Context: an optimization exercise on an open-source flow, tuned for small area, a short achievable clock period and few clock cycles per item. The choices shown serve that exercise and are no tape-out recipe. In this exercise RTL edits were held to simulation tests only and were not proved equivalent to the original. No activity file was given, so power comes from the tool's default toggle rates.

## vision_approach_steering
module vision_approach_steering (
   input  logic                          clock,
   input  logic                          reset,
   input  logic                          req_valid,
   output logic                          req_stall,
   input  logic [34:0]                   req_data,
   output logic                          rsp_valid,
   input  logic                          rsp_stall,
   output logic [39:0]                   rsp_data,
   input  logic                          csr_valid,
   output logic                          csr_ready,
   input  logic [2:0]                    csr_index,
   input  logic [15:0]                   csr_wdata
);
   logic [14:0] speed_gain_ff, close_threshold_ff, search_floor_ff, search_decay_ff;
   logic [15:0] turn_gain_ff;
   logic        turn_neg;
   logic [23:0] tg_b, dc_b;
   logic [7:0]  tg_neg;
   assign csr_ready = 1'b1;
   always_ff @(posedge clock) begin
      if (reset) begin
         speed_gain_ff      <= RST_SPEED_GAIN;
         close_threshold_ff <= RST_CLOSE_THRESHOLD;
         search_floor_ff    <= RST_SEARCH_FLOOR;
         search_decay_ff    <= RST_SEARCH_DECAY;
         turn_gain_ff       <= RST_TURN_GAIN;
      end else if (csr_valid) begin
         case (csr_index)
            3'd0: speed_gain_ff <= csr_wdata[14:0];
            3'd1: turn_gain_ff  <= csr_wdata;
            3'd2: close_threshold_ff <= csr_wdata[14:0];
            3'd3: search_floor_ff    <= csr_wdata[14:0];
            3'd4: search_decay_ff    <= csr_wdata[14:0];
            default: ;
         endcase
      end
   end
   logic adv;           
   logic s_v, r0_v, b_v, c_v, d_v, o_v;
   logic hz, a_fire, r0_free, take;
   assign adv       = !o_v || !rsp_stall;
   assign a_fire    = r0_v && adv && !hz;
   assign r0_free   = !r0_v || a_fire;
   assign take      = req_valid && !s_v;
   assign req_stall = s_v;
   localparam int RW = 1 + 1 + 1 + 1 + 1 + 2 + 3 + 16;
   logic [14:0]   in_dist;
   logic [15:0]   in_dir;
  ...
==> flow/config.mk <==
export PLATFORM = sky130hd
export DESIGN_NAME = vision_approach_steering
export DESIGN_NICKNAME = vision_approach_steering
export VERILOG_FILES = /design/flow/design.v
export SDC_FILE = /design/flow/constraint.sdc
export NUM_CORES = 4
export LEC_CHECK = 0
export CAP_MARGIN = 20
export CORE_MARGIN = 2
export CORE_UTILIZATION = 65
export SLEW_MARGIN = 20
==> flow/constraint.sdc <==
create_clock -name core_clock -period 11.0 [get_ports {clock}]
set_input_delay 2.2000 -clock core_clock [delete_from_list [all_inputs] [get_ports {clock}]]
set_output_delay 2.2000 -clock core_clock [all_outputs]
set_load 0.01 [all_outputs]
standard.sh (not shown) runs the stock make flow with config.mk's settings and CLKGATE_MAP_FILE= SYNTH_SCRIPT=/design/flow/synth_recipe.tcl, a recipe that flattens the netlist after the stock synthesis.
==> flow/flow/run.sh <==
#!/bin/bash
set -uo pipefail
bash standard.sh SETUP_SLACK_MARGIN=7.0 finish > standard.log 2>&1
status=$?
tail -n 40 standard.log
exit $status
The first run completed without violations.
Testbench counts at the start, summed over its fixed seeds: cycles 4,986, items 4,800.
Edit:
--- a/flow/config.mk
+++ b/flow/config.mk
@@ -8 +8 @@
-export CAP_MARGIN = 20
+export CAP_MARGIN = 10
@@ -11 +11 @@
-export SLEW_MARGIN = 20
+export SLEW_MARGIN = 10
Total power rose by 0.48%. Design area came out higher by 0.37%. Die area is unchanged. Count of clock-buffer cells in the layout rose by 4. Critical path depth does not change.

Another version of the RTL of vision_approach_steering (not shown whole).
For scale: ~3000 cells after synthesis, roughly 410 flip-flops, about 0.030 sq mm of cells after synthesis.
==> flow/config.mk <==
export PLATFORM = sky130hd
export DESIGN_NAME = vision_approach_steering
export DESIGN_NICKNAME = vision_approach_steering
export VERILOG_FILES = /design/flow/design.v
export SDC_FILE = /design/flow/constraint.sdc
export NUM_CORES = 4
export LEC_CHECK = 0
export CAP_MARGIN = 20
export CORE_MARGIN = 2
export CORE_UTILIZATION = 50
export SLEW_MARGIN = 20
==> flow/constraint.sdc <==
create_clock -name core_clock -period 11.0 [get_ports {clock}]
set_input_delay 2.2000 -clock core_clock [delete_from_list [all_inputs] [get_ports {clock}]]
set_output_delay 2.2000 -clock core_clock [all_outputs]
set_load 0.01 [all_outputs]
Scripts as last shown in full above: flow/flow/run.sh
The first run passed the timing, DRC and antenna checks.
Testbench counts at the start, summed over its fixed seeds: cycles 4,986, items 4,800.
Next try:
==> flow/flow/run.sh (replaced) <==
#!/bin/bash
set -uo pipefail
bash standard.sh SETUP_SLACK_MARGIN=7.6 finish > standard.log 2>&1
status=$?
tail -n 40 standard.log
exit $status
Outcome: Cell count grows by 3.4%; global-route usage shrinks by 0.40 points; area after synthesis is unchanged; cell area grows by 8.6%; combinational power grows by 6.4%; sequential share of layout area shrinks by 2.4 points.

## what the ideal ports hide
How much do the figures lean on ideal ports? The routed layouts below were timed once more, with nothing changed but the port constraints. Step 1: set_driving_cell puts a clkbuf_16 on clock and a buf_2 on each other input, an assumption about the parent block. Step 2 also shifts input and output timing later by t, the mid clock arrival at the registers, as if the neighbouring blocks saw the same clock. a / b / c = no drivers / after step 1 / after step 2; a / b = the first two.
| run | t (ns) | setup slack, ns | worst setup path at the end | worst register clock-pin slew, ns |
|---|---|---|---|---|
| the first run of note 1 | 0.643 | 6.972 / 6.972 / 6.465 | input to register | 0.07 / 0.07 |
| the second run of note 1 | 0.635 | 6.977 / 6.977 / 6.445 | input to register | 0.07 / 0.07 |
| the first run of note 2 | 0.645 | 6.540 / 6.568 / 5.923 | input to register | 0.06 / 0.06 |
| the second run of note 2 | 0.659 | 6.524 / 6.544 / 5.884 | input to register | 0.06 / 0.06 |
After both steps setup and hold are still met in every run listed. For the second run of note 2, which loses most, drivers alone change the setup slack by +0.020 ns; drivers and shift together by -0.640 ns.
